Source: an optimization exercise on an open RTL-to-GDS flow (aim: small area, a short achievable clock period and few clock cycles per item). Production flows keep margins and buffers that such runs may drop. RTL that was checked went through simulation tests only; none was proved equivalent to the original. For runs 3 and 4, only the layout was checked, not whether the RTL still works. Power and IR drop assume default switching activity. The clock port is modelled as an ideal driver; clocking choices that lean on that would not hold on a real chip.

==> flow/design.v <==
package lfulru_pkg;
  localparam int SLOTS  = 16;
  localparam int SLOT_W = (SLOTS > 1) ? $clog2(SLOTS) : 1;
  localparam int CNT_W  = $clog2(SLOTS + 1);
  localparam int KEY_W  = 32;
  localparam int DATA_W = 32;
  localparam int USES_W = 8;
  localparam int CAP_W  = 5;
  localparam logic FUNC_GET = 1'b0;
  localparam logic FUNC_PUT = 1'b1;
endpackage
module lfulru_engine (
  input  logic                             clk,
  input  logic                             rst,
  input  logic                             start,
  input  logic                             func,
  input  logic [lfulru_pkg::KEY_W-1:0]     lookup_key,
  input  logic [lfulru_pkg::DATA_W-1:0]    store_value,
  input  logic [lfulru_pkg::CNT_W-1:0]     cap_eff,
  input  logic                             cap_zero,
  input  logic                             cap_we,
  input  logic [lfulru_pkg::CNT_W-1:0]     cap_new,
  output logic                             busy,
  output logic                             done,
  output logic                             hit,
  output logic [lfulru_pkg::DATA_W-1:0]    read_value
);
  localparam int N  = lfulru_pkg::SLOTS;
  localparam int UW = lfulru_pkg::USES_W;
  logic                          op_vld;
  logic                          op_put;       
  logic                          op_wr;        
  logic [lfulru_pkg::KEY_W-1:0]  op_key;
  logic [lfulru_pkg::DATA_W-1:0] op_value;
  logic [N-1:0]                  match_r;      
  logic                          hit_p;        
  logic [UW-1:0]                 m_uses_r;     
  logic                          busy_q;
  logic                          done_r;
  logic                          hit_r;
  logic [lfulru_pkg::DATA_W-1:0] rdata_r;
  logic [N-1:0]                  valid;
  logic [lfulru_pkg::KEY_W-1:0]  keys  [N];
  logic [lfulru_pkg::DATA_W-1:0] vals  [N];
  logic [UW-1:0]                 uses  [N];
  logic [N-1:0]                  ord   [N];    
  logic [lfulru_pkg::CNT_W-1:0]  entries;
  logic [lfulru_pkg::CNT_W-1:0]  entries_nx;
  logic                          at_cap;       
  logic                          take;
  logic [N-1:0]                  raw_match;
  logic [UW-1:0]                 raw_uses;
  logic                          eq_prev;
  logic [N-1:0]                  match;
  logic [lfulru_pkg::DATA_W-1:0] m_data;
  logic [N-1:0]                  victim;
  logic [N-1:0]                  free_s;
  logic [N-1:0]                  tgt;
  logic [N-1:0]                  we;
  logic [N-1:0]                  lt;           
  logic [UW-1:0]                 u_inc;
  logic [UW-1:0]                 u_new;
  logic                          do_ins;
  logic                          do_use;
  assign busy   = busy_q;
  assign done   = done_r;
  assign take   = start && !busy_q;
  always_comb begin
    for (int i = 0; i < N; i++) begin
      raw_match[i] = valid[i] && (keys[i] == lookup_key);
    end
  end
  assign eq_prev = (lookup_key == op_key);
  always_comb begin
    if (eq_prev && do_ins) begin
      match = tgt;
    end else begin
      match = raw_match & ~(tgt & {N{do_ins}});
    end
  end
  always_comb begin
    raw_uses = '0;
    m_data   = '0;
    for (int i = 0; i < N; i++) begin
      raw_uses = raw_uses | (uses[i] & {UW{raw_match[i]}});
      m_data   = m_data | (vals[i] & {lfulru_pkg::DATA_W{match_r[i]}});
    end
  end
  always_comb begin
    for (int i = 0; i < N; i++) begin
      victim[i] = valid[i];
      for (int j = 0; j < N; j++) begin
        if (j < i) begin
          victim[i] = victim[i] & !ord[j][i];
        end else if (j > i) begin
          victim[i] = victim[i] & ord[i][j];
        end
      end
    end
  end
  always_comb begin
    for (int i = 0; i < N; i++) begin
      free_s[i] = !valid[i] && ((i == 0) || valid[(i > 0) ? i - 1 : 0]);
    end
  end
  assign do_ins     = op_wr && !hit_p;
  assign entries_nx = (do_ins && !at_cap) ? entries + lfulru_pkg::CNT_W'(1) : entries;
  assign do_use = op_wr || (op_vld && !op_put && hit_p);
  always_comb begin
    if (hit_p) begin
      tgt = match_r;
    end else if (at_cap) begin
      tgt = victim;
    end else begin
      tgt = free_s;
    end
    we = tgt & {N{do_use}};
  end
  assign u_inc = (m_uses_r == '1) ? m_uses_r : (m_uses_r + UW'(1));
  assign u_new = do_ins ? UW'(1) : u_inc;
  function automatic logic less_than(input logic [UW-1:0] a, input logic [UW-1:0] b);
    logic [7:0] l0, e0;
    logic [3:0] l1, e1;
    logic [1:0] l2, e2;
    for (int i = 0; i < 8; i++) begin
      l0[i] = !a[i] && b[i];
      e0[i] = !(a[i] ^ b[i]);
    end
    for (int i = 0; i < 4; i++) begin
      l1[i] = l0[2*i+1] || (e0[2*i+1] && l0[2*i]);
      e1[i] = e0[2*i+1] && e0[2*i];
    end
    for (int i = 0; i < 2; i++) begin
      l2[i] = l1[2*i+1] || (e1[2*i+1] && l1[2*i]);
      e2[i] = e1[2*i+1] && e1[2*i];
    end
    less_than = l2[1] || (e2[1] && l2[0]);
  endfunction
  always_comb begin
    for (int k = 0; k < N; k++) begin
      lt[k] = !valid[k] || less_than(u_new, uses[k]);
    end
  end
  always_ff @(posedge clk) begin
    if (rst) begin
      op_vld  <= 1'b0;
      op_wr   <= 1'b0;
      done_r  <= 1'b0;
      busy_q  <= 1'b1;
      valid   <= '0;
      entries <= '0;
      at_cap  <= 1'b0;
    end else begin
      op_vld <= take;
      op_wr  <= take && (func == lfulru_pkg::FUNC_PUT) && !cap_zero;
      done_r <= op_vld;
      busy_q <= 1'b0;
      if (do_ins) begin
        valid <= valid | tgt;
      end
      entries <= entries_nx;
      at_cap  <= cap_we ? (entries_nx >= cap_new) : (entries_nx >= cap_eff);
    end
  end
  always_ff @(posedge clk) begin
    op_put   <= (func == lfulru_pkg::FUNC_PUT);
    op_key   <= lookup_key;
    op_value <= store_value;
    match_r  <= match;
    hit_p    <= |match;
    m_uses_r <= (eq_prev && do_use) ? u_new : raw_uses;
    hit_r    <= hit_p;
    rdata_r  <= op_put ? '0 : (m_data | {lfulru_pkg::DATA_W{!hit_p}});
  end
  always_ff @(posedge clk) begin
    for (int i = 0; i < N; i++) begin
      if (we[i]) begin
        uses[i] <= u_new;
        if (op_put) begin
          vals[i] <= op_value;
        end
        if (do_ins) begin
          keys[i] <= op_key;
        end
      end
      for (int j = i + 1; j < N; j++) begin
        if (we[i]) begin
          ord[i][j] <= lt[j];
        end else if (we[j]) begin
          ord[i][j] <= !lt[i];
        end
      end
    end
  end
  assign hit        = hit_r;
  assign read_value = rdata_r;
endmodule
module lfu_cache_lru_tiebreak_top (
  input  logic                          clk,
  input  logic                          rst,
  input  logic                          start,
  output logic                          busy,
  input  logic                          func,
  input  logic signed [31:0]            lookup_key,
  input  logic signed [31:0]            store_value,
  output logic                          done,
  output logic                          hit,
  output logic signed [31:0]            read_value,
  input  logic                          capacity_we,
  input  logic [lfulru_pkg::CAP_W-1:0]  capacity_in_use
);
  logic [lfulru_pkg::CNT_W-1:0]   cap_eff;
  logic                           cap_zero;
  logic [lfulru_pkg::CNT_W-1:0]   cap_new;
  logic [31:0]                    read_value_u;
  always_comb begin
    if (32'(capacity_in_use) > 32'(lfulru_pkg::SLOTS)) begin
      cap_new = lfulru_pkg::CNT_W'(lfulru_pkg::SLOTS);
    end else begin
      cap_new = lfulru_pkg::CNT_W'(capacity_in_use);
    end
  end
  always_ff @(posedge clk) begin
    if (rst) begin
      cap_eff  <= lfulru_pkg::CNT_W'(lfulru_pkg::SLOTS);
      cap_zero <= 1'b0;
    end else if (capacity_we) begin
      cap_eff  <= cap_new;
      cap_zero <= (capacity_in_use == '0);
    end
  end
  lfulru_engine u_engine (
    .clk         (clk),
    .rst         (rst),
    .start       (start),
    .func        (func),
    .lookup_key  (lookup_key),
    .store_value (store_value),
    .cap_eff     (cap_eff),
    .cap_zero    (cap_zero),
    .cap_we      (capacity_we),
    .cap_new     (cap_new),
    .busy        (busy),
    .done        (done),
    .hit         (hit),
    .read_value  (read_value_u)
  );
  assign read_value = read_value_u;
endmodule
==> flow/flow/run.sh <==
#!/bin/bash
# Standard layout, with the port buffers made of buf_4 cells instead of the
# delay-type buffer the port-buffering step picks on its own. Every input and
# output port still gets its own buffer.
set -euo pipefail
export BUFFER_PORTS_ARGS="-buffer_cell sky130_fd_sc_hd__buf_4"
bash standard.sh finish > standard_flow.log 2>&1
==> flow/standard.sh <==
#!/bin/bash
# synth_recipe.tcl (not shown) runs the flow's synth.tcl, then flattens the netlist and writes it again
# the make line also repeats each setting of config.mk as NAME=value (left out here)
make -C /OpenROAD-flow-scripts/flow DESIGN_CONFIG=/design/flow/config.mk WORK_HOME=/design/flow/orfs CLKGATE_MAP_FILE= SYNTH_SCRIPT=/design/flow/synth_recipe.tcl "${@:-finish}"
==> flow/config.mk <==
export PLATFORM = sky130hd
export DESIGN_NAME = lfu_cache_lru_tiebreak_top
export DESIGN_NICKNAME = lfu_cache_lru_tiebreak_top
export VERILOG_FILES = /design/flow/design.v
export SDC_FILE = /design/flow/constraint.sdc
export NUM_CORES = 4
export LEC_CHECK = 0
export ABC_CLOCK_PERIOD_IN_PS = 3100
export CAP_MARGIN = 20
export CORE_MARGIN = 2
export CORE_UTILIZATION = 40
export PLACE_DENSITY = 0.6
export SETUP_SLACK_MARGIN = 2.9
export SLEW_MARGIN = 20
==> flow/constraint.sdc <==
create_clock -name core_clock -period 6.0 [get_ports {clk}]
set_input_delay 1.2000 -clock core_clock [delete_from_list [all_inputs] [get_ports {clk}]]
set_output_delay 1.2000 -clock core_clock [all_outputs]
set_load 0.01 [all_outputs]
==> results of run 1 <==
[routing by layer]
metal	global-route usage (%)	routed length (µm)
met1	34.81	75570
met2	39.19	86890
met3	4.858	19760
met4	8.166	6414
met5	0	26
[kinds of logic (layout without fill, tap and decap cells)]
| logic type | Yosys count | count (layout) |
|---|---|---|
| compound gates | 633 | 635 |
| xor+xnor | 549 | 549 |
| fa+ha+maj | 124 | 124 |
| buf+inv | 263 | 721 |
| flops | 1427 | 1427 |
| mux | 15 | 15 |
| simple gates | 799 | 813 |
[critical path, stage by stage (launching register included)]
cell and delay, ns:
dfxtp_4 0.37, ha_4 0.16, nand3_2 0.08, or2_4 0.30, a21oi_4 0.20, clkinvlp_4 0.11
buf_6 0.14, buf_6 0.12, ha_4 0.21, a21oi_2 0.13, nor2b_1 0.06, o21ai_1 0.20
nand3b_1 0.16, buf_6 0.18, a2111oi_4 0.21, buf_4 0.21, or3_4 0.21, o21ai_1 0.08
[how the worst max path moves through the flow]
stage / from / to
finish: u_engine.m_uses_r[0] / u_engine.ord[11][15]
floorplan: u_engine.m_uses_r[1] / u_engine.ord[12][15]
global placement: lookup_key[14] / u_engine.hit_p
detailed placement: lookup_key[14] / u_engine.hit_p
global route: u_engine.m_uses_r[0] / u_engine.ord[9][15]
CTS: u_engine.at_cap / u_engine.keys[1][1]
[cells in the final DEF (no fill, tap or decap), types with 23 or more instances in the layout]
| cell | n |
|---|---|
| xnor2_1 | 39 |
| nand4_1 | 104 |
| buf_12 | 34 |
| nor4_1 | 120 |
| xor2_1 | 505 |
| a222oi_1 | 33 |
| clkbuf_8 | 28 |
| a22oi_1 | 201 |
| buf_6 | 64 |
| ha_1 | 92 |
| o21ai_1 | 60 |
| a22o_1 | 28 |
| nand2_1 | 194 |
| ha_4 | 28 |
| nand3_1 | 71 |
| a31oi_1 | 44 |
| o21ai_0 | 30 |
| buf_4 | 270 |
| dfxtp_1 | 124 |
| a221oi_1 | 28 |
| clkinv_2 | 34 |
| inv_1 | 45 |
| nor2_1 | 83 |
| nor2b_1 | 23 |
| nor2_4 | 35 |
| clkbuf_16 | 155 |
| o21ai_2 | 81 |
| clkbuf_1 | 31 |
| dfxtp_2 | 24 |
| edfxtp_1 | 1272 |
[sequential cells by signal (all words and copies together), names as in the netlist, 5 cells and up]
register and cells:
u_engine.op_value 32, u_engine.m_uses_r 8, u_engine.rdata_r 32, u_engine.ord 120, u_engine.keys 512, u_engine.valid 16, u_engine.entries 5, u_engine.vals 512
u_engine.op_key 32, cap_eff 5, u_engine.match_r 16, u_engine.uses 128
[cells in the mapped netlist, types with 3 or more instances]
cell | n | share of area (%)
a31oi_1 | 48 | 0.52
a22o_1 | 28 | 0.43
a41oi_1 | 5 | 0.076
mux2i_1 | 7 | 0.12
a2111oi_0 | 3 | 0.046
o22ai_1 | 5 | 0.054
clkbuf_1 | 139 | 0.91
a221oi_1 | 29 | 0.44
nor3_1 | 38 | 0.33
mux2_2 | 8 | 0.16
a21boi_0 | 3 | 0.039
nand2b_1 | 11 | 0.12
nand2_1 | 221 | 1.4
o21ai_0 | 176 | 1.5
nand3_1 | 74 | 0.64
buf_4 | 5 | 0.065
nor3b_1 | 11 | 0.14
o21a_1 | 17 | 0.22
edfxtp_1 | 1272 | 66
ha_1 | 124 | 2.7
xor2_1 | 509 | 7.8
nand4b_1 | 4 | 0.061
a22oi_1 | 201 | 2.6
a21oi_1 | 39 | 0.34
or4_1 | 7 | 0.091
nor4_1 | 135 | 1.5
nor2b_1 | 23 | 0.25
or2_2 | 4 | 0.044
nand4_1 | 104 | 1.1
nor4b_1 | 8 | 0.12
buf_2 | 49 | 0.43
xnor2_1 | 40 | 0.61
nor2_1 | 121 | 0.79
inv_1 | 56 | 0.37
and3b_1 | 15 | 0.23
buf_6 | 12 | 0.24
a222oi_1 | 33 | 0.58
and4_1 | 3 | 0.046
dfxtp_1 | 155 | 5.4
and2_1 | 7 | 0.076
a21o_1 | 13 | 0.17
or3_1 | 4 | 0.044
a31o_2 | 4 | 0.061
o211ai_1 | 17 | 0.22
[where the power goes]
group	switching, W	total, W	internal, W
combinational	0.000427	0.000631	0.000204
clock	0.00405	0.00930	0.00525
sequential	0.0000867	0.0109	0.0108
total	0.00457	0.0208	0.0163
[cell type report]
class                   instances  area share, %
inverters                      57         0.3688
multi-input cells            2136          24.50
repair buffers                386          5.339
flip-flops and latches       1427          59.18
clock buffers                 212          6.197
clock inverters                66          1.013
well taps                    1903          3.407
[stage by stage]
step / util [%] / instances / instance area, µm²
floorplan: - / 3810 / 57900
CTS: 47.66 / 6116 / 68220
global route: 48.82 / 6187 / 69880
detailed placement: 42.78 / 5738 / 61240
global placement: 42.77 / 5737 / 61210
finish: 48.82 / 6187 / 69880
[repair_timing]
item / 4_1_cts / 5_1_grt
gates cloned: 10 / 10
gates resized for setup: 268 / 282
pin swaps: 77 / 85
setup endpoints to repair: 750 / 356
buffers inserted: 90 / 60
==> flow_metrics.py, run 1 <==
metrics = {
    "status": {
        "status": "finished clean",
    },
    "floorplanning": {
        "std_cell_rows": 139,
        "dieArea_mm2": 0.1467,
        "die_y_um": 383.0,
        "ioPinCount": 109,
        "die_width_um": 383.0,
        "core_mm2": 0.1431,
        "initial_core_util_pct": 40.13,
    },
    "critical_path": {
        "critPathKind": "reg -> reg",
        "r2r_start": "u_engine.m_uses_r[0]",
        "ff2ff_setup_slack_ns": 2.60,
        "cp_max_fo": 7,
        "r2r-end": "u_engine.ord[11][15]",
        "crit_path_start_kind": "register",
        "critPathCaptureType": "register",
        "reg2reg_depth": 17,
        "required_ns": 6.54,
        "arrival_ns": 3.94,
    },
    "synthesis": {
        "synth-simple-area-share_pct": 7.177,
        "synth_compound_area_share_pct": 7.564,
        "synth.area.mux_share_pct": 0.2788,
        "yosys_warnings": 6,
        "synth_fp_nets": 4008,
        "postSynthCellCount": 3810,
        "synth_xor_area_share_pct": 8.370,
        "syn_area_mm2": 0.05745,
        "yosys_register_bits": 1427,
        "syn_avg_cell_area_um2": 15.08,
        "synth-main-ff-cell": "edfxtp_1",
        "synth_edf_count": 1272,
        "synth_top_family_by_area": "XOR/XNOR gates",
        "synth.distinct_cells": 62,
        "synth_fa_ha_area_share_pct": 2.701,
        "async_reset_ff_share_pct": 0,
        "seq_area_frac_synth_pct": 71.89,
    },
    "finish": {
        "fin_nets": 4357,
        "fillers": 11990,
        "n_antenna_cell": 0,
        "register_area_mm2": 0.04136,
        "drive_gt1_share_pct": 22.92,
        "multi_input_area_mm2": 0.01712,
        "area_delta_synth_final_pct": 21.65,
    },
    "timing": {
        "max_freq_mhz": 294.0,
        "slew_headroom_pct": 18.72,
        "hold_slack_ns": 0.4651,
        "fin_tns_setup_ns": 0,
        "worst_slew_pin_slew_ns": 1.218,
        "finalMaxSlewViolations": 0,
        "rsz0062_at_grt": "true",
        "skew_ns": 0.06613,
        "period_needed_ns": 3.401,
        "setup_slack_ns": 2.599,
        "finalSetupViolCount": 0,
        "fin_crit_sh_pct": 56.69,
        "finalHoldViolCount": 0,
    },
    "detailed_routing": {
        "wl_per_cell_um": 30.49,
        "first_pass_iters": 6,
        "drcViolationCount": 0,
        "num_vias": 36760,
        "viasPerCell": 5.941,
        "routed_wl_um": 188700,
        "drt_iter0_markers": 5000,
        "final_antenna_net_count": 0,
    },
    "pwr": {
        "p_per_area_mw_per_mm2": 298.3,
        "total_power_w": 0.02085,
        "ir_drop_mv": 0.2451,
        "p_leak_nw": 24.49,
    },
    "min_path": {
        "min_to": "cap_zero",
        "hp-class": "reg -> reg",
        "holdPathStages": 2,
        "hp-start": "cap_zero",
    },
    "cts": {
        "root_buffer": "clkbuf_16",
        "cts_hold_buf": 0,
        "cts_made_buffers": 151,
        "clkSinkCount": 1427,
        "cts_max_path_buffers": 3,
        "cts_tree": "done",
        "cts_max_level": 4,
        "insertion_delay_ns": 0.83,
        "cts.clk_slew.worst_paths_ns": 0.06,
    },
    "run": {
        "drv_cap": 0,
    },
    "grt": {
        "grt_overflow": 0,
        "grt_pass1_wl_um": 259500,
        "grt_max_degree": 61,
        "grt.total_usage_pct": 24.94,
        "antenna_found_initial": 4,
        "grt_pass1_vias": 34660,
    },
    "placed_design": {
        "gp_congestion": 0.9156,
        "port_buffers": 108,
        "dp_slack_ns": 1.484,
        "hpwl_um": 107200,
    },
}
Testbench counts, summed over its fixed seeds: cycles 4,816, items 4,800.
==> inputs of run 2 (changes only) <==
==> flow/flow/run.sh (replaced) <==
#!/bin/bash
# Standard layout, with two changes:
# - the port buffers are buf_4 cells instead of the delay-type buffer the
#   port-buffering step picks on its own (every port still gets its own buffer);
# - clock tree synthesis clusters up to 20 sinks per leaf buffer and inserts
#   no dummy loads.
set -euo pipefail
export BUFFER_PORTS_ARGS="-buffer_cell sky130_fd_sc_hd__buf_4"
export CTS_ARGS="-sink_clustering_enable -repair_clock_nets -dont_use_dummy_load -sink_clustering_size 20 -sink_clustering_max_diameter 80"
bash standard.sh finish > standard_flow.log 2>&1
==> flow_metrics.py, run 2 <==
metrics = {
    "finish": {
        "final_common_cell": "edfxtp_1",
        "final_cell_count_no_fill": 6009,
        "utilization_pct": 47.14,
        "drive_gt1_share_pct": 21.26,
        "register_area_mm2": 0.04135,
        "n_antenna_cell": 0,
        "fin_nets": 4306,
        "reg.largest.list": "u_engine.keys (512), u_engine.vals (512), u_engine.uses (128)",
        "mostFrequentLayoutCells": "edfxtp_1 (1272), xor2_1 (501), buf_4 (280)",
        "multi_input_area_mm2": 0.01741,
        "area_delta_synth_final_pct": 17.44,
        "fillers": 12210,
    },
    "cts": {
        "cts_hold_buf": 0,
        "clkSinkCount": 1427,
        "cts_max_path_buffers": 3,
        "cts_max_level": 3,
        "root_buffer": "clkbuf_16",
        "insertion_delay_ns": 0.75,
        "cts_made_buffers": 86,
        "cts.clk_slew.worst_paths_ns": 0.09,
        "cts_tree": "done",
    },
    "detailed_routing": {
        "final_antenna_net_count": 0,
        "wl_per_cell_um": 31.20,
        "first_pass_iters": 7,
        "routed_wl_um": 187500,
        "drt_iter0_markers": 5085,
        "viasPerCell": 6.003,
        "drcViolationCount": 0,
        "num_vias": 36070,
    },
    "synthesis": {
        "async_reset_ff_share_pct": 0,
        "synth.distinct_cells": 62,
        "synth_commonest_cells": "edfxtp_1 (1272), xor2_1 (509), nand2_1 (221)",
        "synth_fa_ha_area_share_pct": 2.701,
        "synth_compound_area_share_pct": 7.564,
        "seq_area_frac_synth_pct": 71.89,
        "ys_top_cells_by_area": "edfxtp_1 (66%), xor2_1 (7.8%), dfxtp_1 (5.4%)",
        "synth_fp_nets": 4008,
        "syn_avg_cell_area_um2": 15.08,
        "synth-simple-area-share_pct": 7.177,
        "yosysMostFrequentCell": "edfxtp_1",
        "postSynthCellCount": 3810,
        "yosysTopAreaCell": "edfxtp_1",
        "synth_edf_count": 1272,
        "synth_top_family_by_area": "XOR/XNOR gates",
        "synth.area.mux_share_pct": 0.2788,
        "yosys_warnings": 6,
        "synth-main-ff-cell": "edfxtp_1",
        "synth_xor_area_share_pct": 8.370,
        "synth_top_area_share_pct": 66.49,
        "syn_area_mm2": 0.05745,
        "yosys_register_bits": 1427,
    },
    "floorplanning": {
        "die_y_um": 383.0,
        "die_width_um": 383.0,
        "dieArea_mm2": 0.1467,
        "std_cell_rows": 139,
        "ioPinCount": 109,
        "core_mm2": 0.1431,
        "initial_core_util_pct": 40.13,
    },
    "grt": {
        "antenna_found_initial": 3,
        "grt_pass1_wl_um": 257400,
        "grt_pass1_vias": 33890,
        "grt.total_usage_pct": 24.68,
        "grt_max_degree": 61,
        "grt_overflow": 0,
    },
    "timing": {
        "skew_ns": 0.1143,
        "fin_tns_setup_ns": 0,
        "finalMaxSlewViolations": 0,
        "rsz0062_at_grt": "true",
        "finalSetupViolCount": 0,
        "max_freq_mhz": 295.5,
        "period_needed_ns": 3.384,
        "worst_slew_pin_slew_ns": 1.216,
        "fin_crit_sh_pct": 56.41,
        "finalHoldViolCount": 0,
        "slew_headroom_pct": 18.85,
    },
    "critical_path": {
        "crit_buf_inv": 7,
        "cpLargestDelayFamily": "buffers and inverters",
        "crit_path_start_kind": "register",
        "slowest_delay_ns": 0.36,
        "ff2ff_setup_slack_ns": 2.62,
        "critical_path.slowest_cell": "dfxtp_4",
        "required_ns": 6.47,
        "cp_max_fo": 6,
        "path_cells": "ha_4 -> and3_4 -> xnor2_4 -> a21oi_4 -> clkinvlp_4 -> buf_8 -> buf_12 -> buf_12 -> ha_4 -> a21oi_2 -> nor2b_1 -> o21ai_1 -> nand3b_1 -> buf_4 -> nor3_2 -> or3_4 -> buf_12 -> buf_12 -> o21ai_2",
        "critPathKind": "reg -> reg",
        "arrival_ns": 3.85,
        "critPathCaptureType": "register",
        "crit_top_cell": "buf_12",
    },
    "placed_design": {
        "dpl.cell_count": 5738,
        "port_buffers": 108,
        "gp_congestion": 0.9156,
        "hpwl_um": 107200,
    },
    "status": {
        "status": "finished clean",
    },
    "pwr": {
        "p_leak_nw": 23.21,
        "ir_drop_mv": 0.2101,
        "p_per_area_mw_per_mm2": 254.7,
        "total_power_w": 0.01719,
    },
    "run": {
        "drv_cap": 0,
    },
    "min_path": {
        "hp-class": "reg -> reg",
    },
}
run 2: cell count changes in the layout (fill, tap and decap cells not counted), sizes merged, moves of 3 or more:
| cell | change |
|---|---|
| bufinv | -3 |
| inv | -6 |
| clkinv | -55 |
| clkbuf | -127 |
| buf | +13 |
run 2: final cells by class:
class,instances,share of cell area (%)
sequential,1427,61.29
multi-input combinational,2137,25.81
timing repair buffer,398,5.777
tap,1903,3.529
clock buffer,86,3.190
inverter,57,0.3932
timing repair inverter,1,0.009273
run 2: final timing paths:
kind	start	end	depth (start not counted)
worst min register to register	u_engine.op_key[5]	u_engine.keys[9][5]	0
worst max-delay path	u_engine.m_uses_r[1]	u_engine.ord[6][15]	19
worst max register to register	u_engine.m_uses_r[1]	u_engine.ord[6][15]	19
worst min-delay path	u_engine.op_key[5]	u_engine.keys[9][5]	0
run 2: power breakdown:
part	total [W]	internal (W)	switching [W]	leakage, nW
Clock	0.00565	0.00254	0.00310	1.06
Sequential	0.0109	0.0108	0.0000867	12.8
Combinational	0.000638	0.000209	0.000430	9.37
Total	0.0172	0.0136	0.00362	23.2
run 2: logic make-up after synthesis:
| kind of cell | after synthesis |
|---|---|
| compound gates | 633 |
| xor+xnor | 549 |
| fa+ha+maj | 124 |
| buf+inv | 263 |
| flops | 1427 |
| mux | 15 |
| simple gates | 799 |
run 2: what timing repair did:
item / CTS / global route
pin swaps: 72 / 98
endpoints found under the setup margin: 770 / 360
cloned: 12 / 9
resized for setup: 257 / 314
setup buffers: 92 / 71
run 2: metrics by stage:
| stage | area, µm² | setup slack [ns] | hold WS (ns) |
|---|---|---|---|
| floorplan | 57900 | 2.446 | 0.3749 |
| global placement | 61210 | 1.487 | 0.4360 |
| detailed placement | 61240 | 1.484 | 0.4381 |
| CTS | 65370 | 2.717 | 0.4534 |
| global route | 67470 | 2.520 | 0.4731 |
| finish | 67470 | 2.616 | 0.4539 |
run 2: metal layers:
metal / GRT usage (%) / vias to the layer above / part of all wire [%]
met5: 0 / - / 0.015
met4: 7.553 / 4 / 3.8
met3: 3.986 / 383 / 10
met2: 39.10 / 2062 / 46
met1: 34.92 / 18490 / 40
li1: - / 15130 / -
==> inputs of run 3 (changes only) <==
--- a/flow/design.v
+++ b/flow/design.v
@@ -138,7 +138,7 @@
   endfunction
   always_comb begin
     for (int k = 0; k < N; k++) begin
-      lt[k] = !valid[k] || less_than(u_new, uses[k]);
+      lt[k] = !valid[k] || (do_ins ? (uses[k][UW-1:1] != '0) : less_than(u_inc, uses[k]));
     end
   end
   always_ff @(posedge clk) begin
==> flow/flow/run.sh (replaced) <==
#!/bin/bash
# Standard layout, with two changes:
# - the port buffers are buf_4 cells instead of the delay-type buffer the
#   port-buffering step picks on its own (every port still gets its own buffer);
# - clock tree synthesis clusters up to 30 sinks per leaf buffer and inserts
#   no dummy loads.
set -euo pipefail
export BUFFER_PORTS_ARGS="-buffer_cell sky130_fd_sc_hd__buf_4"
export CTS_ARGS="-sink_clustering_enable -repair_clock_nets -dont_use_dummy_load -sink_clustering_size 30 -sink_clustering_max_diameter 100"
bash standard.sh finish > standard_flow.log 2>&1
==> flow_metrics.py, run 3 <==
metrics = {
    "finish": {
        "reg.largest.list": "u_engine.keys (512), u_engine.vals (512), u_engine.uses (128)",
        "postLayoutCellArea_mm2": 0.06712,
        "fillers": 12250,
        "register_area_mm2": 0.04136,
        "drive_gt1_share_pct": 19.40,
        "final_cell_count_no_fill": 5985,
        "fin_nets": 4278,
        "multi_input_area_mm2": 0.01767,
        "final_common_cell": "edfxtp_1",
        "mostFrequentLayoutCells": "edfxtp_1 (1272), xor2_1 (491), buf_4 (243)",
        "area_delta_synth_final_pct": 16.08,
    },
    "critical_path": {
        "critPathCaptureType": "register",
        "crit_path_start_kind": "register",
        "r2r_start": "u_engine.m_uses_r[1]",
        "startpoint": "u_engine.m_uses_r[1]",
        "critPathKind": "reg -> reg",
        "required_ns": 6.54,
        "cp_max_fo": 8,
        "arrival_ns": 3.92,
    },
    "grt": {
        "grt.total_usage_pct": 25.56,
        "grt_pass1_vias": 34770,
        "antenna_found_initial": 5,
        "grt_overflow": 0,
        "grt_max_degree": 49,
        "grt_pass1_wl_um": 267700,
    },
    "timing": {
        "period_needed_ns": 3.377,
        "finalSetupViolCount": 0,
        "finalHoldViolCount": 0,
        "fin_tns_setup_ns": 0,
        "rsz0062_at_grt": "true",
        "max_freq_mhz": 296.1,
        "worst_slew_pin_slew_ns": 1.121,
        "slew_headroom_pct": 25.25,
        "fin_crit_sh_pct": 56.29,
        "skew_ns": 0.1256,
        "setup_slack_ns": 2.623,
        "finalMaxSlewViolations": 0,
    },
    "synthesis": {
        "synth_top_area_share_pct": 66.06,
        "synth_fp_nets": 4035,
        "postSynthCellCount": 3837,
        "syn_area_mm2": 0.05782,
        "yosysTopAreaCell": "edfxtp_1",
        "yosysMostFrequentCell": "edfxtp_1",
        "yosys_register_bits": 1427,
        "yosys_warnings": 6,
        "synth_commonest_cells": "edfxtp_1 (1272), xor2_1 (501), nand2_1 (217)",
        "syn_avg_cell_area_um2": 15.07,
        "synth_edf_count": 1272,
        "synth.distinct_cells": 61,
        "seq_area_frac_synth_pct": 71.43,
        "ys_top_cells_by_area": "edfxtp_1 (66%), xor2_1 (7.6%), dfxtp_1 (5.4%)",
        "synth-main-ff-cell": "edfxtp_1",
        "async_reset_ff_share_pct": 0,
    },
    "placed_design": {
        "dp_slack_ns": 1.330,
        "placed_area_mm2": 0.06181,
        "gp_congestion": 0.9532,
        "dpl.cell_count": 5766,
        "port_buffers": 108,
        "hpwl_um": 112400,
    },
    "floorplanning": {
        "core_mm2": 0.1435,
        "std_cell_rows": 139,
        "ioPinCount": 109,
        "die_y_um": 384.2,
        "die_width_um": 384.2,
        "dieArea_mm2": 0.1476,
        "initial_core_util_pct": 40.30,
    },
    "pwr": {
        "p_leak_nw": 23.24,
        "ir_drop_mv": 0.2011,
        "p_per_area_mw_per_mm2": 240.7,
    },
    "min_path": {
        "hp-class": "reg -> reg",
        "hp-start": "u_engine.busy_q",
    },
    "detailed_routing": {
        "num_vias": 36140,
        "wl_per_cell_um": 32.13,
        "final_antenna_net_count": 0,
        "routed_wl_um": 192300,
        "drcViolationCount": 0,
        "drt_iter0_markers": 4989,
        "first_pass_iters": 6,
        "viasPerCell": 6.038,
    },
    "cts": {
        "cts_max_level": 2,
        "root_buffer": "clkbuf_16",
        "cts.clk_slew.worst_paths_ns": 0.12,
        "cts_max_path_buffers": 3,
        "cts_made_buffers": 56,
        "insertion_delay_ns": 0.73,
        "clkSinkCount": 1427,
        "cts_tree": "done",
    },
    "status": {
        "status": "finished clean",
    },
    "run": {
        "drv_cap": 0,
    },
}
-- run 3: changes by cell type after synthesis, sizes merged, moves of 13 or more --
cell / before / now
a21o: 13 / 33
o21ai: 176 / 144
nand3: 74 / 87
nor4: 135 / 152
o211ai: 17 / 3
mux2i: 7 / 29
nor2: 121 / 101
and3b: 15 / 1
-- run 3: cells by family (layout without fill, tap and decap cells) --
kind of cell,after synthesis,in the layout,synth area share [%]
flops,1427,1427,71.43
simple gates,815,826,7.327
compound gates,626,631,7.626
xor+xnor,550,550,8.331
buf+inv,257,482,1.926
fa+ha+maj,124,124,2.683
mux,38,38,0.6773
other cells,0,4,0
-- run 3: report_power, final --
part | switching, W | internal (W) | total [W]
logic | 0.000434 | 0.000228 | 0.000663
registers | 0.0000992 | 0.0108 | 0.0109
clock network | 0.00290 | 0.00168 | 0.00458
total | 0.00344 | 0.0127 | 0.0162
-- run 3: cell type report --
type,instances,share of cell area [%]
flip-flops and latches,1427,61.63
multi-input cells,2169,26.33
repair buffers,378,6.105
well taps,1903,3.547
clock buffers,56,2.088
inverters,48,0.2852
diodes,4,0.01491
-- run 3: path summary, 6_finish.rpt --
| path | end | cells past startpoint | slack (ns) |
|---|---|---|---|
| worst max-delay path | u_engine.ord[7][8] | 20 | 2.62 |
| worst min-delay path | u_engine.op_vld | 1 | 0.48 |
| worst max register to register | u_engine.ord[7][8] | 20 | 2.62 |
| worst min register to register | u_engine.op_vld | 1 | 0.48 |
-- run 3: worst max-delay path, cell delays in order, from the launching register on --
cell	delay, ns
dfxtp_4	0.37
ha_4	0.16
nand2_4	0.08
nor2_4	0.05
nand3_4	0.06
nand4_1	0.19
xor2_4	0.23
buf_6	0.13
buf_6	0.12
buf_16	0.13
buf_12	0.12
ha_4	0.23
a21o_1	0.17
a21oi_2	0.12
nor2b_1	0.05
o31ai_1	0.23
nand3_1	0.16
a31oi_4	0.25
buf_12	0.16
nand2_8	0.07
o21ai_1	0.10
-- run 3: repair_timing --
item / 4_1_cts / 5_1_grt
setup buffers: 117 / 21
pin swaps: 108 / 41
hold buffers: 0 / 0
hold endpoints to repair: 0 / 0
resized for setup: 430 / 119
gates cloned: 20 / 1
endpoints found under the setup margin: 900 / 332
-- run 3: metal layers --
layer / vias up / routed length [µm] / share of wire (%) / track usage, %
met1: 18450 / 74550 / 39 / 34.14
met5: - / 53 / 0.028 / 0.2924
met4: 2 / 9406 / 4.9 / 10.85
li1: 15190 / - / - / -
met2: 2092 / 89970 / 47 / 40.98
met3: 408 / 18300 / 9.5 / 4.635
-- run 3: per-stage QoR --
stage | power [W] | util (%) | hold slack (ns)
3_3_place_gp | 0.01171 | 42.99 | 0.4478
2_1_floorplan | 0.01141 | - | 0.3579
4_1_cts | 0.01619 | 46.26 | 0.4781
3_5_place_dp | 0.01172 | 43.08 | 0.4550
6_report | 0.01616 | 46.78 | 0.4760
5_1_grt | 0.01653 | 46.78 | 0.4812
==> inputs of run 4 (changes only) <==
--- a/flow/config.mk
+++ b/flow/config.mk
@@ -8,7 +8,7 @@
 export ABC_CLOCK_PERIOD_IN_PS = 3100
 export CAP_MARGIN = 20
 export CORE_MARGIN = 2
-export CORE_UTILIZATION = 40
-export PLACE_DENSITY = 0.6
+export CORE_UTILIZATION = 55
+export PLACE_DENSITY = 0.7
 export SETUP_SLACK_MARGIN = 2.9
 export SLEW_MARGIN = 20
==> flow_metrics.py, run 4 <==
metrics = {
    "status": {
        "status": "finished clean",
    },
    "synthesis": {
        "synth_fp_nets": 4035,
        "yosys_register_bits": 1427,
        "synth.distinct_cells": 61,
        "synth-simple-area-share_pct": 7.327,
        "synth.area.mux_share_pct": 0.6773,
        "synth_fa_ha_area_share_pct": 2.683,
        "yosys_warnings": 6,
        "seq_area_frac_synth_pct": 71.43,
        "syn_area_mm2": 0.05782,
        "async_reset_ff_share_pct": 0,
        "synth_commonest_cells": "edfxtp_1 (1272), xor2_1 (501), nand2_1 (217)",
        "syn_avg_cell_area_um2": 15.07,
        "synth_top_family_by_area": "XOR/XNOR gates",
        "ys_top_cells_by_area": "edfxtp_1 (66%), xor2_1 (7.6%), dfxtp_1 (5.4%)",
        "synth_xor_area_share_pct": 8.331,
        "synth-main-ff-cell": "edfxtp_1",
        "synth_compound_area_share_pct": 7.626,
        "postSynthCellCount": 3837,
        "synth_edf_count": 1272,
        "synth_top_area_share_pct": 66.06,
        "yosysTopAreaCell": "edfxtp_1",
        "yosysMostFrequentCell": "edfxtp_1",
    },
    "cts": {
        "cts.clk_slew.worst_paths_ns": 0.11,
        "insertion_delay_ns": 0.72,
        "root_buffer": "clkbuf_16",
        "clkSinkCount": 1427,
        "cts_made_buffers": 55,
        "cts_max_level": 2,
        "cts_tree": "done",
        "cts_max_path_buffers": 3,
    },
    "grt": {
        "grt_overflow": 0,
        "grt.total_usage_pct": 33.64,
        "grt_pass1_wl_um": 255800,
        "grt_max_degree": 37,
        "antenna_found_initial": 6,
        "grt_pass1_vias": 34410,
    },
    "timing": {
        "finalMaxSlewViolations": 0,
        "fin_tns_setup_ns": 0,
        "worst_slew_pin_slew_ns": 1.156,
        "finalHoldViolCount": 0,
        "finalSetupViolCount": 0,
        "skew_ns": 0.09911,
        "rsz0062_at_grt": "true",
        "slew_headroom_pct": 22.88,
        "max_freq_mhz": 297.0,
        "fin_crit_sh_pct": 56.12,
        "period_needed_ns": 3.367,
        "setup_slack_ns": 2.633,
    },
    "pwr": {
        "p_leak_nw": 22.83,
        "p_int_w": 0.01267,
        "power_frac_seq_pct": 67.9,
        "ir_drop_mv": 0.2733,
        "power.switching_w": 0.003380,
        "comb_power_share_pct": 3.9,
        "clockPowerShare_pct": 28.1,
        "switching_share_pct": 21.06,
        "p_per_area_mw_per_mm2": 244.9,
    },
    "placed_design": {
        "hpwl_um": 109900,
        "dpl.cell_count": 5235,
        "placed_area_mm2": 0.06099,
        "port_buffers": 108,
        "gp_congestion": 0.9895,
        "dp_slack_ns": 1.232,
    },
    "finish": {
        "final_cell_count_no_fill": 5411,
        "fillers": 7445,
        "drive_gt1_share_pct": 18.24,
        "area_delta_synth_final_pct": 13.36,
        "final_common_cell": "edfxtp_1",
        "postLayoutCellArea_mm2": 0.06554,
        "mostFrequentLayoutCells": "edfxtp_1 (1272), xor2_1 (492), buf_4 (226)",
        "fin_nets": 4229,
        "reg.largest.list": "u_engine.keys (512), u_engine.vals (512), u_engine.uses (128)",
    },
    "detailed_routing": {
        "drcViolationCount": 0,
        "routed_wl_um": 183700,
        "num_vias": 36820,
        "drt_iter0_markers": 6646,
        "viasPerCell": 6.804,
        "wl_per_cell_um": 33.95,
        "final_antenna_net_count": 0,
        "first_pass_iters": 8,
    },
    "critical_path": {
        "critPathKind": "reg -> reg",
        "required_ns": 6.51,
        "cp_max_fo": 5,
        "crit_path_start_kind": "register",
        "ff2ff_setup_slack_ns": 2.63,
        "critPathCaptureType": "register",
        "arrival_ns": 3.88,
    },
    "floorplanning": {
        "die_width_um": 328.2,
        "dieArea_mm2": 0.1077,
        "die_y_um": 328.2,
        "std_cell_rows": 118,
        "core_mm2": 0.1039,
        "ioPinCount": 109,
        "initial_core_util_pct": 55.63,
    },
    "run": {
        "drv_cap": 0,
    },
    "min_path": {
        "hp-class": "reg -> reg",
    },
}
[run 4: cell counts after synthesis]
Identical to the previous run, type by type.
[run 4: worst max-delay path, cell delays in order (launching register included)]
cell and delay (ns):
dfxtp_4 0.39, ha_4 0.15, nand2_4 0.06, nor2_4 0.12, nand3_4 0.09, nand4_1 0.19
xor2_4 0.21, buf_12 0.15, buf_12 0.14, ha_4 0.20, a21o_1 0.16, a21oi_2 0.11
nor2b_1 0.05, o31ai_1 0.24, nand3_1 0.18, a31oi_4 0.34, buf_6 0.20, nand2_8 0.09
o21ai_2 0.11
[run 4: cells by family (layout without fill, tap and decap cells)]
| kind of cell | after synthesis | in the layout |
|---|---|---|
| mux | 38 | 38 |
| simple gates | 815 | 824 |
| flops | 1427 | 1427 |
| buf+inv | 257 | 436 |
| compound gates | 626 | 630 |
| xor+xnor | 550 | 550 |
| other cells | 0 | 2 |
| fa+ha+maj | 124 | 124 |
[run 4: stage by stage]
stage	total power (W)	utilization, %	hold slack (ns)
after floorplan	0.01141	-	0.3579
after global placement	0.01169	58.65	0.4467
after detailed placement	0.01170	58.68	0.4469
after CTS	0.01602	62.25	0.4878
after global routing	0.01637	63.05	0.5128
final	0.01605	63.06	0.4943
[run 4: metal layers]
layer / part of all wire [%] / GRT usage [%]
met1: 38 / 48.84
met2: 45 / 50.85
met3: 14 / 7.385
met4: 4.0 / 11.01
met5: 0.013 / 0
[run 4: power by group through the flow]
| stage | clock [W] | sequential, W | combinational, W |
|---|---|---|---|
| global placement | 0 | 0.0111 | 0.000570 |
| finish | 0.00451 | 0.0109 | 0.000634 |
| global route | 0.00480 | 0.0109 | 0.000655 |
| detailed placement | 0 | 0.0111 | 0.000574 |
| CTS | 0.00451 | 0.0109 | 0.000607 |
| floorplan | 0 | 0.0111 | 0.000293 |
[run 4: final timing paths]
| path | startpoint | endpoint | depth (start not counted) |
|---|---|---|---|
| min | u_engine.op_key[13] | u_engine.keys[1][13] | 0 |
| max | u_engine.m_uses_r[0] | u_engine.ord[5][10] | 18 |
| max reg2reg | u_engine.m_uses_r[0] | u_engine.ord[5][10] | 18 |
| min reg2reg | u_engine.op_key[13] | u_engine.keys[1][13] | 0 |
[run 4: repair_timing]
item / 4_1_cts / 5_1_grt
gates cloned: 15 / 1
setup buffers: 80 / 23
setup endpoints to repair: 622 / 392
resized for setup: 321 / 164
endpoints found under the hold margin: 0 / 0
hold buffers: 0 / 0
pin swaps: 66 / 49
[run 4: cell type report]
| cell class | count | area (µm²) | area share [%] |
|---|---|---|---|
| Antenna cell | 2 | 5.005 | 0.007636 |
| Clock buffer | 55 | 1376 | 2.100 |
| Multi-Input combinational cell | 2166 | 17500 | 26.70 |
| Tap cell | 1380 | 1727 | 2.634 |
| Sequential cell | 1427 | 41350 | 63.09 |
| Timing Repair Buffer | 333 | 3392 | 5.175 |
| Inverter | 48 | 195.2 | 0.2978 |
==> inputs of run 5 (changes only) <==
--- a/flow/design.v
+++ b/flow/design.v
@@ -138,7 +138,7 @@
   endfunction
   always_comb begin
     for (int k = 0; k < N; k++) begin
-      lt[k] = !valid[k] || (do_ins ? (uses[k][UW-1:1] != '0) : less_than(u_inc, uses[k]));
+      lt[k] = !valid[k] || less_than(u_new, uses[k]);
     end
   end
   always_ff @(posedge clk) begin
==> flow_metrics.py, run 5 <==
metrics = {
    "cts": {
        "insertion_delay_ns": 0.75,
        "cts_made_buffers": 54,
        "clkSinkCount": 1427,
        "cts_max_path_buffers": 3,
        "cts_max_level": 2,
        "root_buffer": "clkbuf_16",
        "cts_tree": "done",
        "cts.clk_slew.worst_paths_ns": 0.12,
    },
    "synthesis": {
        "synth_top_family_by_area": "XOR/XNOR gates",
        "synth_fp_nets": 4008,
        "yosys_register_bits": 1427,
        "async_reset_ff_share_pct": 0,
        "synth_commonest_cells": "edfxtp_1 (1272), xor2_1 (509), nand2_1 (221)",
        "yosysMostFrequentCell": "edfxtp_1",
        "syn_area_mm2": 0.05745,
        "synth.area.mux_share_pct": 0.2788,
        "synth_edf_count": 1272,
        "syn_avg_cell_area_um2": 15.08,
        "yosys_warnings": 6,
        "synth_compound_area_share_pct": 7.564,
        "synth-main-ff-cell": "edfxtp_1",
        "yosysTopAreaCell": "edfxtp_1",
        "ys_top_cells_by_area": "edfxtp_1 (66%), xor2_1 (7.8%), dfxtp_1 (5.4%)",
        "synth_top_area_share_pct": 66.49,
        "synth-simple-area-share_pct": 7.177,
        "seq_area_frac_synth_pct": 71.89,
        "synth_xor_area_share_pct": 8.370,
        "synth.distinct_cells": 62,
        "postSynthCellCount": 3810,
        "synth_fa_ha_area_share_pct": 2.701,
    },
    "status": {
        "status": "finished clean",
    },
    "timing": {
        "finalMaxSlewViolations": 0,
        "fin_tns_setup_ns": 0,
        "fin_crit_sh_pct": 56.60,
        "finalSetupViolCount": 0,
        "worst_slew_pin_slew_ns": 1.240,
        "finalHoldViolCount": 0,
        "period_needed_ns": 3.396,
        "rsz0062_at_grt": "true",
        "skew_ns": 0.1477,
        "slew_headroom_pct": 17.32,
        "max_freq_mhz": 294.4,
    },
    "floorplanning": {
        "die_width_um": 327.2,
        "initial_core_util_pct": 55.50,
        "core_mm2": 0.1035,
        "ioPinCount": 109,
        "std_cell_rows": 118,
        "dieArea_mm2": 0.1070,
        "die_y_um": 327.2,
    },
    "detailed_routing": {
        "routed_wl_um": 178600,
        "drcViolationCount": 0,
        "drt_iter0_markers": 6132,
        "num_vias": 36490,
        "final_antenna_net_count": 0,
        "first_pass_iters": 8,
        "wl_per_cell_um": 32.78,
        "viasPerCell": 6.699,
    },
    "placed_design": {
        "hpwl_um": 102700,
        "gp_congestion": 0.9377,
        "port_buffers": 108,
        "placed_area_mm2": 0.06046,
    },
    "pwr": {
        "ir_drop_mv": 0.2575,
        "p_leak_nw": 22.81,
        "p_per_area_mw_per_mm2": 243.8,
    },
    "min_path": {
        "hp-start": "u_engine.busy_q",
        "hp-class": "reg -> reg",
    },
    "finish": {
        "fillers": 7340,
        "postLayoutCellArea_mm2": 0.06573,
        "mostFrequentLayoutCells": "edfxtp_1 (1272), xor2_1 (494), buf_4 (295)",
        "final_common_cell": "edfxtp_1",
        "drive_gt1_share_pct": 20.17,
        "fin_nets": 4265,
        "reg.largest.list": "u_engine.keys (512), u_engine.vals (512), u_engine.uses (128)",
        "area_delta_synth_final_pct": 14.42,
    },
    "critical_path": {
        "r2r_start": "u_engine.m_uses_r[1]",
        "required_ns": 6.40,
        "critPathKind": "reg -> reg",
        "cp_max_fo": 7,
        "arrival_ns": 3.80,
        "crit_path_start_kind": "register",
        "startpoint": "u_engine.m_uses_r[1]",
        "critPathCaptureType": "register",
    },
    "grt": {
        "grt_max_degree": 67,
        "grt_overflow": 0,
        "grt.total_usage_pct": 32.69,
        "grt_pass1_wl_um": 249300,
        "antenna_found_initial": 11,
        "grt_pass1_vias": 34260,
    },
    "run": {
        "drv_cap": 0,
    },
}
-- run 5: final cells by class --
class	count	area (µm²)	share of cell area, %
Antenna cell	3	7.507	0.01142
Timing Repair Buffer	386	3709	5.642
Clock buffer	54	1351	2.056
Inverter	57	255.2	0.3883
Sequential cell	1427	41350	62.91
Tap cell	1380	1727	2.627
Multi-Input combinational cell	2140	17320	26.36
Timing Repair inverter	1	3.754	0.005711
-- run 5: worst max-delay path, stage by stage (launching register included) --
cell,delay (ns)
dfxtp_4,0.39
ha_4,0.16
nand3_4,0.07
or2_4,0.28
buf_6,0.13
a21oi_4,0.13
buf_12,0.13
clkinvlp_4,0.10
buf_12,0.16
buf_12,0.15
ha_4,0.16
a21oi_2,0.14
nor2b_1,0.06
o21ai_1,0.15
and3b_2,0.24
o211ai_1,0.13
buf_4,0.19
nand2_8,0.12
buf_4,0.13
o21ai_2,0.04
-- run 5: logic make-up after synthesis --
group / Yosys count
buffers and inverters: 263
multiplexers: 15
AND/OR/NAND/NOR: 799
flip-flops: 1427
adder cells (fa/ha/maj): 124
XOR/XNOR: 549
AO/OA/AOI/OAI: 633
-- run 5: through the flow --
stage / cells / hold slack (ns) / power, W / utilization, % / setup WS (ns)
2_1_floorplan: 3810 / 0.3749 / 0.01140 / - / 2.446
3_3_place_gp: 5198 / 0.4330 / 0.01168 / 58.39 / 1.469
6_report: 5448 / 0.4585 / 0.01603 / 63.51 / 2.604
4_1_cts: 5373 / 0.4558 / 0.01596 / 62.05 / 2.693
5_1_grt: 5445 / 0.4881 / 0.01636 / 63.50 / 2.514
3_5_place_dp: 5199 / 0.4390 / 0.01169 / 58.41 / 1.436
-- run 5: what timing repair did --
item,CTS,global route
gates cloned,20,2
setup endpoints to repair,817,351
gates resized for setup,359,211
hold buffers,0,0
buffers inserted,100,69
pin swaps,96,85
-- run 5: worst paths after layout --
| kind | to | slack, ns | depth (start not counted) |
|---|---|---|---|
| min reg2reg | u_engine.op_vld | 0.46 | 1 |
| max reg2reg | u_engine.ord[3][10] | 2.60 | 19 |
| min | u_engine.op_vld | 0.46 | 1 |
| max | u_engine.ord[3][10] | 2.60 | 19 |
-- run 5: power breakdown --
group	internal, W	switching (W)	leakage [nW]
sequential	0.0108	0.0000885	12.8
clock	0.00162	0.00285	0.665
combinational	0.000226	0.000424	9.36
-- run 5: per-layer routing --
layer | vias up | part of all wire, % | GRT usage [%]
met1 | 18340 | 38 | 46.83
met3 | 428 | 13 | 7.521
met5 | - | 0.020 | 0
li1 | 15020 | - | -
met4 | 6 | 4.0 | 10.84
met2 | 2702 | 45 | 49.84
Testbench counts of run 5, summed over its fixed seeds: cycles 4,816, items 4,800.
==> inputs of run 6 (changes only) <==
--- a/flow/config.mk
+++ b/flow/config.mk
@@ -8,7 +8,7 @@
 export ABC_CLOCK_PERIOD_IN_PS = 3100
 export CAP_MARGIN = 20
 export CORE_MARGIN = 2
-export CORE_UTILIZATION = 55
-export PLACE_DENSITY = 0.7
+export CORE_UTILIZATION = 40
+export PLACE_DENSITY = 0.6
 export SETUP_SLACK_MARGIN = 2.9
 export SLEW_MARGIN = 20
==> flow_metrics.py, run 6 <==
metrics = {
    "detailed_routing": {
        "drcViolationCount": 0,
        "routed_wl_um": 186000,
        "num_vias": 35770,
        "viasPerCell": 6.016,
        "final_antenna_net_count": 0,
        "drt_iter0_markers": 5176,
        "wl_per_cell_um": 31.29,
        "first_pass_iters": 6,
    },
    "timing": {
        "max_freq_mhz": 299.9,
        "rsz0062_at_grt": "true",
        "fin_tns_setup_ns": 0,
        "finalMaxSlewViolations": 0,
        "period_needed_ns": 3.334,
        "finalSetupViolCount": 0,
        "worst_slew_pin_slew_ns": 0.9550,
        "finalHoldViolCount": 0,
        "fin_crit_sh_pct": 55.57,
        "slew_headroom_pct": 36.04,
        "skew_ns": 0.09744,
    },
    "synthesis": {
        "synth_fp_nets": 4008,
        "yosysMostFrequentCell": "edfxtp_1",
        "synth_top_area_share_pct": 66.49,
        "yosysTopAreaCell": "edfxtp_1",
        "synth-main-ff-cell": "edfxtp_1",
        "yosys_warnings": 6,
        "syn_avg_cell_area_um2": 15.08,
        "async_reset_ff_share_pct": 0,
        "synth_edf_count": 1272,
        "yosys_register_bits": 1427,
        "syn_area_mm2": 0.05745,
        "synth_commonest_cells": "edfxtp_1 (1272), xor2_1 (509), nand2_1 (221)",
        "ys_top_cells_by_area": "edfxtp_1 (66%), xor2_1 (7.8%), dfxtp_1 (5.4%)",
        "postSynthCellCount": 3810,
        "seq_area_frac_synth_pct": 71.89,
        "synth.distinct_cells": 62,
    },
    "finish": {
        "final_common_cell": "edfxtp_1",
        "mostFrequentLayoutCells": "edfxtp_1 (1272), xor2_1 (508), buf_4 (269)",
        "area_delta_synth_final_pct": 14.73,
        "drive_gt1_share_pct": 19.05,
        "fin_nets": 4242,
        "reg.largest.list": "u_engine.keys (512), u_engine.vals (512), u_engine.uses (128)",
    },
    "min_path": {
        "holdPathStages": 0,
        "hp-class": "reg -> reg",
        "hp-start": "u_engine.op_key[5]",
        "min_to": "u_engine.keys[9][5]",
    },
    "grt": {
        "grt_pass1_vias": 33480,
        "grt_max_degree": 61,
        "antenna_found_initial": 2,
        "grt.total_usage_pct": 24.35,
        "grt_use_met3_pct": 3.809,
        "met1_usage_pct": 34.84,
        "grt.busiest_layer": "met2",
        "grt_pass1_wl_um": 255100,
        "grt_overflow": 0,
        "use_met2_pct": 38.82,
    },
    "cts": {
        "insertion_delay_ns": 0.73,
        "root_buffer": "clkbuf_16",
        "cts_max_path_buffers": 3,
        "cts.clk_slew.worst_paths_ns": 0.12,
        "cts_hold_buf": 0,
        "cts_max_level": 2,
        "cts_made_buffers": 55,
        "cts_tree": "done",
        "clkSinkCount": 1427,
    },
    "placed_design": {
        "hpwl_um": 107200,
        "gp_congestion": 0.9156,
        "port_buffers": 108,
    },
    "critical_path": {
        "slowest_delay_ns": 0.40,
        "r2r-end": "u_engine.ord[14][15]",
        "required_ns": 6.47,
        "critPathKind": "reg -> reg",
        "cp_max_fo": 7,
        "reg2reg_depth": 16,
        "critPathCaptureType": "register",
        "ff2ff_setup_slack_ns": 2.67,
        "arrival_ns": 3.80,
        "crit_path_start_kind": "register",
        "r2r_start": "u_engine.m_uses_r[0]",
        "path_cells": "ha_4 -> nand3_2 -> or2_4 -> a21oi_4 -> clkinvlp_4 -> buf_6 -> buf_6 -> ha_4 -> a21oi_2 -> nor2b_1 -> o21ai_1 -> nand3b_1 -> a2111oi_4 -> buf_4 -> or3_4 -> o21ai_1",
        "critical_path.slowest_cell": "dfxtp_4",
    },
    "pwr": {
        "p_per_area_mw_per_mm2": 244.2,
        "ir_drop_mv": 0.2606,
        "total_power_w": 0.01609,
        "p_leak_nw": 22.54,
    },
    "floorplanning": {
        "initial_core_util_pct": 40.13,
        "die_width_um": 383.0,
        "core_mm2": 0.1431,
        "ioPinCount": 109,
        "dieArea_mm2": 0.1467,
        "std_cell_rows": 139,
        "die_y_um": 383.0,
    },
    "status": {
        "status": "finished clean",
    },
    "run": {
        "drv_cap": 0,
    },
}
==> run 6: changes by cell type in the layout (fill, tap and decap cells not counted), sizes merged <==
cell	change
a211o	+1
buf	-24
clkbuf	+3
clkinv	+2
clkinvlp	-1
diode	-2
inv	-1
nand2	+1
nor2	-4
==> run 6: worst max-delay path, delay by kind of cell, from the launching register on <==
family | cells | cell delay (ns)
flip-flops | 1 | 0.40
adder cells (fa/ha/maj) | 2 | 0.30
AO/OA/AOI/OAI | 5 | 0.99
buffers and inverters | 4 | 0.60
AND/OR/NAND/NOR | 5 | 0.81
==> run 6: logic make-up after synthesis <==
group,after synthesis,share of synthesized area (%)
flops,1427,71.89
mux,15,0.2788
compound gates,633,7.564
xor+xnor,549,8.370
simple gates,799,7.177
buf+inv,263,2.015
fa+ha+maj,124,2.701
==> run 6: per-layer routing <==
| metal | vias to the layer above | part of all wire (%) |
|---|---|---|
| li1 | 14990 | - |
| met1 | 18430 | 41 |
| met2 | 2045 | 46 |
| met3 | 306 | 9.5 |
| met4 | 2 | 3.0 |
| met5 | - | 0.0048 |
==> run 6: repair_timing <==
item                                    CTS  global route
pin swaps                                66            71
endpoints found under the setup margin  764           428
buffers inserted                         84            43
gates cloned                             13            11
resized for setup                       249           255
==> run 6: area by class of cell <==
| cell class | count | area (µm²) |
|---|---|---|
| timing repair inverter | 1 | 3.754 |
| tap | 1903 | 2381 |
| clock buffer | 55 | 1376 |
| multi-input combinational | 2138 | 17110 |
| sequential | 1427 | 41360 |
| antenna | 1 | 2.502 |
| timing repair buffer | 364 | 3412 |
| fill | 12390 | 77230 |
| inverter | 57 | 254.0 |
==> run 6: worst max path at each step <==
stage | depth (start not counted) | from | slack, ns | endpoint
global placement | 9 | lookup_key[14] | 1.49 | u_engine.hit_p
finish | 16 | u_engine.m_uses_r[0] | 2.67 | u_engine.ord[14][15]
floorplan | 15 | u_engine.m_uses_r[1] | 2.45 | u_engine.ord[12][15]
CTS | 6 | u_engine.at_cap | 2.72 | u_engine.keys[1][8]
global route | 16 | u_engine.m_uses_r[0] | 2.61 | u_engine.ord[14][15]
detailed placement | 9 | lookup_key[14] | 1.48 | u_engine.hit_p
==> run 6: metrics by stage <==
stage	area (µm²)	utilization, %	hold slack, ns	setup slack [ns]	std cells
finish	65910	46.04	0.4608	2.666	5946
floorplan	57900	-	0.3749	2.446	3810
detailed placement	61240	42.78	0.4381	1.484	5738
global placement	61210	42.77	0.4360	1.487	5737
global route	65900	46.04	0.4816	2.611	5945
CTS	64440	45.02	0.4614	2.722	5890
==> run 6: power by group <==
| group | leakage [nW] | total [W] | internal [W] | switching (W) |
|---|---|---|---|---|
| logic | 9.08 | 0.000622 | 0.000196 | 0.000426 |
| clock network | 0.678 | 0.00457 | 0.00165 | 0.00292 |
| registers | 12.8 | 0.0109 | 0.0108 | 0.0000865 |
==> inputs of run 7 (changes only) <==
--- a/flow/config.mk
+++ b/flow/config.mk
@@ -5,10 +5,10 @@
 export SDC_FILE = /design/flow/constraint.sdc
 export NUM_CORES = 4
 export LEC_CHECK = 0
-export ABC_CLOCK_PERIOD_IN_PS = 3100
+export ABC_CLOCK_PERIOD_IN_PS = 3200
 export CAP_MARGIN = 20
 export CORE_MARGIN = 2
 export CORE_UTILIZATION = 40
 export PLACE_DENSITY = 0.6
-export SETUP_SLACK_MARGIN = 2.9
+export SETUP_SLACK_MARGIN = 2.85
 export SLEW_MARGIN = 20
==> flow_metrics.py, run 7 <==
metrics = {
    "placed_design": {
        "placed_area_mm2": 0.06138,
        "hpwl_um": 108100,
        "gp_congestion": 0.9067,
        "port_buffers": 108,
        "dpl.cell_count": 5752,
    },
    "finish": {
        "final_cell_count_no_fill": 5923,
        "final_common_cell": "edfxtp_1",
        "drive_gt1_share_pct": 17.77,
        "postLayoutCellArea_mm2": 0.06536,
        "area_delta_synth_final_pct": 13.77,
        "reg.largest.list": "u_engine.keys (512), u_engine.vals (512), u_engine.uses (128)",
        "mostFrequentLayoutCells": "edfxtp_1 (1272), xor2_1 (508), buf_4 (260)",
        "fin_nets": 4217,
    },
    "floorplanning": {
        "std_cell_rows": 139,
        "die_y_um": 383.0,
        "dieArea_mm2": 0.1467,
        "initial_core_util_pct": 40.13,
        "core_mm2": 0.1431,
        "ioPinCount": 109,
        "die_width_um": 383.0,
    },
    "critical_path": {
        "path_cells": "nand4_1 -> or2_4 -> buf_12 -> a21oi_4 -> clkinvlp_4 -> buf_6 -> buf_6 -> ha_4 -> a21oi_2 -> nor2b_1 -> o21ai_1 -> nand3b_1 -> buf_4 -> a2111oi_4 -> buf_4 -> or3_4 -> o21ai_1",
        "arrival_ns": 3.79,
        "critPathKind": "reg -> reg",
        "cp_max_fo": 7,
        "crit_path_start_kind": "register",
        "required_ns": 6.46,
        "slowest_delay_ns": 0.40,
        "critPathCaptureType": "register",
        "critical_path.slowest_cell": "dfxtp_2",
    },
    "synthesis": {
        "synth_top_area_share_pct": 66.49,
        "yosysTopAreaCell": "edfxtp_1",
        "yosysMostFrequentCell": "edfxtp_1",
        "synth_edf_count": 1272,
        "async_reset_ff_share_pct": 0,
        "yosys_register_bits": 1427,
        "synth-main-ff-cell": "edfxtp_1",
        "synth.distinct_cells": 62,
        "syn_area_mm2": 0.05745,
        "synth_fp_nets": 4008,
        "seq_area_frac_synth_pct": 71.89,
        "syn_avg_cell_area_um2": 15.08,
        "yosys_warnings": 6,
        "synth_commonest_cells": "edfxtp_1 (1272), xor2_1 (509), nand2_1 (221)",
        "postSynthCellCount": 3810,
        "ys_top_cells_by_area": "edfxtp_1 (66%), xor2_1 (7.8%), dfxtp_1 (5.4%)",
    },
    "grt": {
        "grt_max_degree": 35,
        "grt.total_usage_pct": 24.17,
        "grt_pass1_wl_um": 252600,
        "antenna_found_initial": 6,
        "grt_overflow": 0,
        "grt_pass1_vias": 33020,
    },
    "pwr": {
        "power_frac_seq_pct": 67.8,
        "ir_drop_mv": 0.2636,
        "p_leak_nw": 22.24,
        "power.switching_w": 0.003403,
        "total_power_w": 0.01606,
        "switching_share_pct": 21.18,
        "p_int_w": 0.01266,
        "comb_power_share_pct": 3.8,
        "clockPowerShare_pct": 28.3,
        "p_per_area_mw_per_mm2": 245.8,
    },
    "timing": {
        "finalMaxSlewViolations": 0,
        "skew_ns": 0.1059,
        "rsz0062_at_grt": "true",
        "period_needed_ns": 3.328,
        "finalSetupViolCount": 0,
        "finalHoldViolCount": 0,
        "fin_tns_setup_ns": 0,
        "fin_crit_sh_pct": 55.46,
        "slew_headroom_pct": 29.86,
        "max_freq_mhz": 300.5,
        "worst_slew_pin_slew_ns": 1.044,
    },
    "run": {
        "drv_cap": 0,
    },
    "detailed_routing": {
        "first_pass_iters": 6,
        "drt_iter0_markers": 4990,
        "met3_length_um": 16760,
        "wl_met1_um": 74980,
        "met2_length_um": 85580,
        "num_vias": 35230,
        "topRoutingLayerUsed": "met4",
        "final_antenna_net_count": 0,
        "routed_wl_um": 183900,
        "viasPerCell": 5.947,
        "wl_per_cell_um": 31.05,
        "drcViolationCount": 0,
    },
    "cts": {
        "cts_made_buffers": 55,
        "cts_tree": "done",
        "cts_max_level": 2,
        "cts.clk_slew.worst_paths_ns": 0.12,
        "root_buffer": "clkbuf_16",
        "insertion_delay_ns": 0.74,
        "cts_max_path_buffers": 3,
        "clkSinkCount": 1427,
        "cts_hold_buf": 0,
    },
    "min_path": {
        "hp-class": "reg -> reg",
    },
    "status": {
        "status": "finished clean",
    },
}
## run 7: what timing repair did
action                                  in CTS  in global routing
resized for setup                          160                230
pin swaps                                   39                 59
endpoints found under the setup margin     788                447
buffers inserted                            54                 44
cloned                                       7                  7
## run 7: logic make-up (layout without fill, tap and decap cells)
kind of cell | after synthesis | after routing | synth area share, %
DFF | 1427 | 1427 | 71.89
buffers and inverters | 263 | 459 | 2.015
muxes | 15 | 15 | 0.2788
and+or+nand+nor | 799 | 808 | 7.177
other | 0 | 3 | 0
AOI/OAI and AO/OA | 633 | 635 | 7.564
adders and majority gates | 124 | 124 | 2.701
xor gates and xnor gates | 549 | 549 | 8.370
## run 7: metrics by stage
step	utilization (%)	hold WS (ns)	setup WS (ns)
after floorplan	-	0.3749	2.382
after global placement	42.85	0.4150	1.419
after detailed placement	42.88	0.4140	1.328
after CTS	44.68	0.4424	2.686
after global routing	45.66	0.4633	2.618
final	45.66	0.4439	2.672
## run 7: layer usage
layer	track usage (%)	up-vias
li1	-	14930
met1	33.93	18060
met2	39.14	1926
met3	3.281	306
met4	7.225	0
met5	0	-
## run 7: critical path: cells and delay by family, from the launching register on
kind	cells	cell delay, ns
adder cells (fa/ha/maj)	1	0.15
AO/OA/AOI/OAI	5	0.74
AND/OR/NAND/NOR	5	0.88
flip-flops	1	0.40
buffers and inverters	6	0.91
## run 7: final cells by class
cell class	count	area, µm²
multi-input cells	2131	16790
well taps	1903	2381
inverters	57	274.0
fillers	12410	77780
repair buffers	347	3177
flip-flops and latches	1427	41350
clock buffers	55	1376
diodes	3	7.507
## run 7: path summary, 6_finish.rpt
kind | startpoint | endpoint | slack (ns) | cells past startpoint
max | u_engine.m_uses_r[5] | u_engine.ord[0][15] | 2.67 | 17
max reg2reg | u_engine.m_uses_r[5] | u_engine.ord[0][15] | 2.67 | 17
min reg2reg | u_engine.op_key[24] | u_engine.keys[6][24] | 0.44 | 0
min | u_engine.op_key[24] | u_engine.keys[6][24] | 0.44 | 0
## run 7: power by group through the flow
stage / registers (W) / logic [W] / clock network (W)
floorplan: 0.0111 / 0.000285 / 0
global placement: 0.0111 / 0.000583 / 0
detailed placement: 0.0111 / 0.000586 / 0
CTS: 0.0109 / 0.000609 / 0.00461
global route: 0.0109 / 0.000647 / 0.00489
finish: 0.0109 / 0.000617 / 0.00455

static timing again, ports no longer ideal:
In the flow no input, the clock included, has a driving cell. The finished layouts below were timed again as built, in two steps.
Step 1 (the two cells are an assumption about what drives the block):
set clk [get_ports {clk}]
set_driving_cell -lib_cell sky130_fd_sc_hd__clkbuf_16 $clk
set_driving_cell -lib_cell sky130_fd_sc_hd__buf_2 [delete_from_list [all_inputs] $clk]
Step 2 times the ports against the registers' clock, not the clock port: input delays grow and output delays shrink by t, the midpoint of the rising clock arrivals with the driver on.
Three values: ideal, step 1, step 2; two values: the first two.
run	t, ns	setup slack, ns	worst setup path after step 2	slew at the worst register clock pin (ns)
run 1	0.872	2.599 / 2.599 / 1.985	input to register	0.06 / 0.06
run 2	0.764	2.616 / 2.616 / 2.010	input to register	0.09 / 0.09
run 3	0.751	2.623 / 2.623 / 2.066	input to register	0.12 / 0.12
run 4	0.750	2.633 / 2.633 / 1.979	input to register	0.12 / 0.12
run 5	0.752	2.604 / 2.604 / 2.127	input to register	0.12 / 0.12
run 6	0.756	2.666 / 2.666 / 2.051	input to register	0.12 / 0.12
run 7	0.763	2.672 / 2.672 / 2.020	input to register	0.12 / 0.12
After both steps every run listed still meets setup and hold. For run 4, which loses most, drivers alone change the setup slack by 0.000 ns; drivers and shift together by -0.654 ns.
